This is an optimization exercise on Yosys and OpenROAD, whose aim is small area, a short achievable clock period and few clock cycles per item, not a production implementation. The RTL was checked by simulation tests, not by an equivalence proof against the original design.

== run A ==
==> flow/design.v (excerpt) <==
module ece571f23_g5_aes_subbytes_seq (
  input  logic         clk,
  input  logic         rst,
  input  logic         in_valid,
  output logic         in_ready,
  input  logic         in_inverse,
  input  logic [127:0] datain,
  output logic         out_valid,
  input  logic         out_ready,
  output logic [127:0] dataout,
  output logic         busy
);
Size: about 3200 cells after synthesis, roughly 390 flip-flops, ~260 I/O pins, ~31000 µm² of cells after synthesis.
Settings: LEC_CHECK=0, CAP_MARGIN=20, CORE_MARGIN=2, CORE_UTILIZATION=40, SETUP_SLACK_MARGIN=1.0, SLEW_MARGIN=20; clock period 17.5 ns.
standard.sh (not shown) runs the stock make flow with config.mk's settings and CLKGATE_MAP_FILE= SYNTH_SCRIPT=/design/flow/synth_recipe.tcl, a recipe that flattens the netlist after the stock synthesis.
==> flow/flow/run.sh <==
#!/bin/bash
# Layout flow: the standard flow (standard.sh), with one change to synthesis:
# ABC maps the logic with an area-recovering script (flow/abc_area.script)
# instead of ORFS's delay script. Registers are mapped before ABC, so they are
# the standard synthesis's registers, with the same names and cells.
set -euo pipefail
W=$(pwd)
cat > "$W/area_synth.tcl" <<TCL
proc abc {args} {
  set i [lsearch -exact \$args -script]
  if {\$i >= 0} {
    set args [lreplace \$args \$i [expr {\$i + 1}] -script $W/flow/abc_area.script]
  }
  yosys abc {*}\$args
}
source $W/synth_recipe.tcl
TCL
bash "$W/standard.sh" SYNTH_SCRIPT="$W/area_synth.tcl" BUFFER_PORTS_ARGS="-buffer_cell sky130_fd_sc_hd__buf_1" finish > "$W/standard_flow.log" 2>&1
==> flow/flow/abc_area.script <==
strash
dc2
&get -n
&dch -f
&nf -R 1000
&put
Testbench counts of run A, summed over its fixed seeds: cycles 1,040, items 1,024.
Here is what was changed in the inputs of run B compared with run A.
- putting PLACE_DENSITY at 0.85 where nothing was set
- putting CTS_BUF_LIST at sky130_fd_sc_hd__clkbuf_4 where nothing was set
- swapping 40 for 70 in CORE_UTILIZATION
- putting CTS_CLUSTER_SIZE at 30 where nothing was set
-- flow/flow/run.sh --
<<< run A, line 16
source $W/synth_recipe.tcl
TCL
bash "$W/standard.sh" SYNTH_SCRIPT="$W/area_synth.tcl" BUFFER_PORTS_ARGS="-buffer_cell sky130_fd_sc_hd__buf_1" finish > "$W/standard_flow.log" 2>&1
>>> run B, line 16
source $W/synth_recipe.tcl
TCL
bash "$W/standard.sh" SYNTH_SCRIPT="$W/area_synth.tcl" BUFFER_PORTS_ARGS="-buffer_cell sky130_fd_sc_hd__buf_1" ADDER_MAP_FILE= finish > "$W/standard_flow.log" 2>&1
==> flow/flow/abc_area.script <==
strash
&get -n
&dch -f
&nf -R 1000
&put
strash
&get -n
&dch -f
&nf -R 1000
&put
==> summary.txt <==
Run B finished end to end and its layout was clean on timing, DRC and antenna. In the metrics for run A and run B, the one carrying the higher clock buffer instance count of the final layout is run B. Run A → run B: post-layout minimum cycle time decreased 0.13 ns, core utilization went up 33 points.
Changes in run C relative to run B:
- clearing PLACE_DENSITY, which used to be 0.85
- swapping 70 for 40 in CORE_UTILIZATION
## What came out
Non-clock buffer share of cell area of run B is on par with run C. [compare] base=run B new=run C: global routing usage summed across all routing layers saw a decrease; fmax went up; post-route standard cell area excluding fillers went up about 1.5%; portion of the clock cycle consumed by the worst path in the final layout has decreased. Origin of the worst setup path: x_q[44]$_DFFE_PP_ -> run B, sk_v_q$_SDFF_PP0_ -> run C. Compared with run B, run C degrades die area. Run C ended up with reg2out as its start-to-end type of the worst setup path; run B ended up with reg2reg. Run C vs run B, sequential share of layout area went down by 0.49 points. In the reports for run C and run B, the larger number of cells on the worst reg-to-reg path belongs to run B. Via count (run C over run B): decrease, about 5.5%. Number of cells on the worst hold path in run C vs run B: up 1.
Here is what was changed in the inputs of run D compared with run C.
- CTS_CLUSTER_SIZE: 30 -> unset
- CORE_UTILIZATION: 40 -> 60
- CTS_BUF_LIST: sky130_fd_sc_hd__clkbuf_4 -> unset
- PLACE_DENSITY: unset -> 0.75
## What came out
Run D went all the way through the flow, and no timing, DRC or antenna check failed.
The via count reported for run D is higher than the one for run C.
Transition time at the pin with the least slew margin, run D and run C: smaller value in run C
Final count of negative-setup-slack endpoints of run D is on par with run C.
A launch point of the critical path of sk_v_q$_SDFF_PP0_ is what run C shows, while in_inverse belongs to run D.
Compare run D and run C | design area higher: run C
Against run C, run D comes in 0.050 ns lower on setup slack.
Part of the cycle the worst path needs, run D and run C, higher one = run D.
For run E, these inputs were changed with respect to run D:
- swapping 60 for 40 in CORE_UTILIZATION
- clearing PLACE_DENSITY, which used to be 0.75
-- flow/flow/run.sh --
<<< run D, line 16
source $W/synth_recipe.tcl
TCL
bash "$W/standard.sh" SYNTH_SCRIPT="$W/area_synth.tcl" BUFFER_PORTS_ARGS="-buffer_cell sky130_fd_sc_hd__buf_1" ADDER_MAP_FILE= finish > "$W/standard_flow.log" 2>&1
>>> run E, line 16
source $W/synth_recipe.tcl
TCL
bash "$W/standard.sh" SYNTH_SCRIPT="$W/area_synth.tcl" BUFFER_PORTS_ARGS="-buffer_cell sky130_fd_sc_hd__buf_1" SETUP_SLACK_MARGIN=12.2 finish > "$W/standard_flow.log" 2>&1
==> flow/flow/abc_area.script <==
strash
dc2
&get -n
&dch -f
&nf -R 1000
&put
==> summary.txt <==
- Run E vs. run D: number of nets in the layout went up 11%; global-route usage decreased 8.1 points; maximum frequency has increased; final total negative setup slack was more or less identical.
- Count of distinct cell types in the synthesized netlist in run E is 14% below run D.
Setup changes, run E to run F
- setting PLACE_DENSITY to 0.75 for the first time
- setting CTS_BUF_LIST to sky130_fd_sc_hd__clkbuf_4 for the first time
- changing CORE_UTILIZATION from 40 to 60
- setting CTS_CLUSTER_SIZE to 30 for the first time
-- flow/flow/run.sh --
<<< run E, line 16
source $W/synth_recipe.tcl
TCL
bash "$W/standard.sh" SYNTH_SCRIPT="$W/area_synth.tcl" BUFFER_PORTS_ARGS="-buffer_cell sky130_fd_sc_hd__buf_1" SETUP_SLACK_MARGIN=12.2 finish > "$W/standard_flow.log" 2>&1
>>> run F, line 16
source $W/synth_recipe.tcl
TCL
bash "$W/standard.sh" SYNTH_SCRIPT="$W/area_synth.tcl" BUFFER_PORTS_ARGS="-buffer_cell sky130_fd_sc_hd__buf_1" ADDER_MAP_FILE= finish > "$W/standard_flow.log" 2>&1
==> flow/flow/abc_area.script <==
strash
&get -n
&dch -f
&nf -R 1000
&put
strash
&get -n
&dch -f
&nf -R 1000
&put
Results
Run F completed; timing, DRC and antenna clean
Summary of run F over run E: area inside the core boundary went down; initial antenna violation count went up.

* * *

Setup of harbor:
Another version of the RTL of ece571f23_g5_aes_subbytes_seq (not shown whole).
Size in the first run: ~390 flip-flops, roughly 29,000 sq um of cells after synthesis.
clock: 17.5 ns
lec_check: 0
cap_margin: 20
core_margin: 2
core_utilization: 60
cts_buf_list: sky130_fd_sc_hd__clkbuf_4
cts_cluster_size: 30
place_density: 0.75
setup_slack_margin: 1.0
slew_margin: 20
==> flow/flow/run.sh <==
#!/bin/bash
# Layout flow: the standard flow (standard.sh), with one change to synthesis:
# ABC maps the logic with an area-recovering script (flow/abc_area.script)
# instead of ORFS's delay script. Registers are mapped before ABC, so they are
# the standard synthesis's registers, with the same names and cells.
set -euo pipefail
W=$(pwd)
cat > "$W/area_synth.tcl" <<TCL
proc abc {args} {
  set i [lsearch -exact \$args -script]
  if {\$i >= 0} {
    set args [lreplace \$args \$i [expr {\$i + 1}] -script $W/flow/abc_area.script]
  }
  yosys abc {*}\$args
}
source $W/synth_recipe.tcl
TCL
bash "$W/standard.sh" SYNTH_SCRIPT="$W/area_synth.tcl" BUFFER_PORTS_ARGS="-buffer_cell sky130_fd_sc_hd__buf_1" ADDER_MAP_FILE= SETUP_SLACK_MARGIN=11.6 finish > "$W/standard_flow.log" 2>&1
==> flow/flow/abc_area.script <==
strash
&get -n
&dch -f
&nf -R 1000
&put
strash
&get -n
&dch -f
&nf -R 1000
&put
No stage failed in harbor, and the final checks on the layout all came back clean.
Testbench counts of harbor, summed over its fixed seeds: cycles 1,040, items 1,024.
## Diff of input files: zinc against harbor
diff --git a/flow/flow/run.sh b/flow/flow/run.sh
--- a/flow/flow/run.sh
+++ b/flow/flow/run.sh
@@ -16,3 +16,3 @@
 source $W/synth_recipe.tcl
 TCL
-bash "$W/standard.sh" SYNTH_SCRIPT="$W/area_synth.tcl" BUFFER_PORTS_ARGS="-buffer_cell sky130_fd_sc_hd__buf_1" ADDER_MAP_FILE= SETUP_SLACK_MARGIN=11.6 finish > "$W/standard_flow.log" 2>&1
+bash "$W/standard.sh" SYNTH_SCRIPT="$W/area_synth.tcl" BUFFER_PORTS_ARGS="-buffer_cell sky130_fd_sc_hd__buf_1" ADDER_MAP_FILE= SETUP_SLACK_MARGIN=11.9 finish > "$W/standard_flow.log" 2>&1
--- outcome ---
Per the comparison of zinc with harbor, multi-input combinational area share now larger.
[compare] base=harbor new=zinc: number of nets in the layout essentially unchanged; setup slack increased 490 ps.
Cmp harbor and zinc / CTS buffer count / higher: harbor
Final wirelength: harbor vs zinc — no meaningful difference
#### Input delta (garnet over zinc)
diff --git a/flow/flow/run.sh b/flow/flow/run.sh
--- a/flow/flow/run.sh
+++ b/flow/flow/run.sh
@@ -16,3 +16,3 @@
 source $W/synth_recipe.tcl
 TCL
-bash "$W/standard.sh" SYNTH_SCRIPT="$W/area_synth.tcl" BUFFER_PORTS_ARGS="-buffer_cell sky130_fd_sc_hd__buf_1" ADDER_MAP_FILE= SETUP_SLACK_MARGIN=11.9 finish > "$W/standard_flow.log" 2>&1
+bash "$W/standard.sh" SYNTH_SCRIPT="$W/area_synth.tcl" BUFFER_PORTS_ARGS="-buffer_cell sky130_fd_sc_hd__buf_1" ADDER_MAP_FILE= SETUP_SLACK_MARGIN=12.2 finish > "$W/standard_flow.log" 2>&1
==> flow/flow/abc_area.script <==
strash
&get -n
&deepsyn -T 120
&put
strash
&get -n
&dch -f
&nf -R 1000
&put
strash
&get -n
&dch -f
&nf -R 1000
&put
==> comparison <==
For garnet, the top layer reached by signal wires was met5, unlike zinc, where it was met4. Changes observed in garnet relative to zinc: part of the Yosys area used for sequential elements rose 0.65 points, layout inverter count without the clock tree rose about 20%, growth of design area from synthesis to finish rose 4.0 points.
[inputs] ember vs garnet
diff --git a/flow/flow/run.sh b/flow/flow/run.sh
--- a/flow/flow/run.sh
+++ b/flow/flow/run.sh
@@ -16,3 +16,3 @@
 source $W/synth_recipe.tcl
 TCL
-bash "$W/standard.sh" SYNTH_SCRIPT="$W/area_synth.tcl" BUFFER_PORTS_ARGS="-buffer_cell sky130_fd_sc_hd__buf_1" ADDER_MAP_FILE= SETUP_SLACK_MARGIN=12.2 finish > "$W/standard_flow.log" 2>&1
+bash "$W/standard.sh" SYNTH_SCRIPT="$W/area_synth.tcl" BUFFER_PORTS_ARGS="-buffer_cell sky130_fd_sc_hd__buf_1" ADDER_MAP_FILE= finish > "$W/standard_flow.log" 2>&1
==> flow/flow/abc_area.script <==
strash
&get -n
&dch -f
&nf -R 1000
&put
strash
&get -n
&dch -f
&nf -R 1000
&put
diff --git a/flow/config.mk b/flow/config.mk
--- a/flow/config.mk
+++ b/flow/config.mk
@@ -9,5 +9,5 @@
 export CORE_MARGIN = 2
 export CORE_UTILIZATION = 60
-export CTS_BUF_LIST = sky130_fd_sc_hd__clkbuf_4
+export CTS_BUF_LIST = sky130_fd_sc_hd__clkbuf_2 sky130_fd_sc_hd__clkbuf_4
 export CTS_CLUSTER_SIZE = 30
 export PLACE_DENSITY = 0.75
Taking garnet as the reference, in ember global-route usage over all layers now smaller, floorplan die area now larger, time the worst path needs with I/O delays and setup now larger. Relative to garnet, multi-input gate count decreased by 11 in ember. Setup slack: ember worse than garnet. Overall via count from detail_route (higher): garnet. Changes observed in ember relative to garnet: HPWL reported at the end of detailed placement decreased about 1.6%; depth of the critical timing path with buffers and inverters included decreased by 1 relative to the old numbers.

[re-timing with driven ports]
Ports are ideal in the flow. The routed layouts listed here were re-timed in OpenROAD. Step 1: set_driving_cell puts a clkbuf_16 on clk and a buf_2 on each other input, an assumption about the parent block. Step 2 adds t to the input delays and takes it off the output delays; t is the mean of the earliest and latest rising clock arrival at the registers after step 1. Input paths then give back, and output paths get back, about the clock's delay inside the block. Three values: ideal ports, drivers, drivers and shift; two values: the first two.
| run | shift t [ns] | setup WS [ns] | worst slew at a driven data input, ns |
|---|---|---|---|
| run A | 0.645 | 11.754 / 11.754 / 11.594 | 0.11 |
| run B | 0.876 | 11.888 / 11.888 / 11.464 | 0.08 |
| run C | 0.909 | 12.005 / 11.947 / 11.166 | 0.08 |
| run D | 0.629 | 11.955 / 11.991 / 11.361 | 0.11 |
| run E | 0.649 | 12.187 / 12.187 / 11.672 | 0.15 |
| run F | 0.868 | 12.068 / 12.068 / 11.407 | 0.11 |
| harbor | 0.910 | 11.758 / 11.788 / 10.877 | 0.09 |
| zinc | 0.886 | 12.253 / 12.253 / 11.660 | 0.09 |
| garnet | 0.879 | 12.409 / 12.439 / 11.561 | 0.09 |
| ember | 0.893 | 11.809 / 11.840 / 10.947 | 0.09 |
After both steps every run listed still meets setup and hold. For harbor, which loses most, drivers alone change the setup slack by +0.030 ns; drivers and shift together by -0.881 ns.
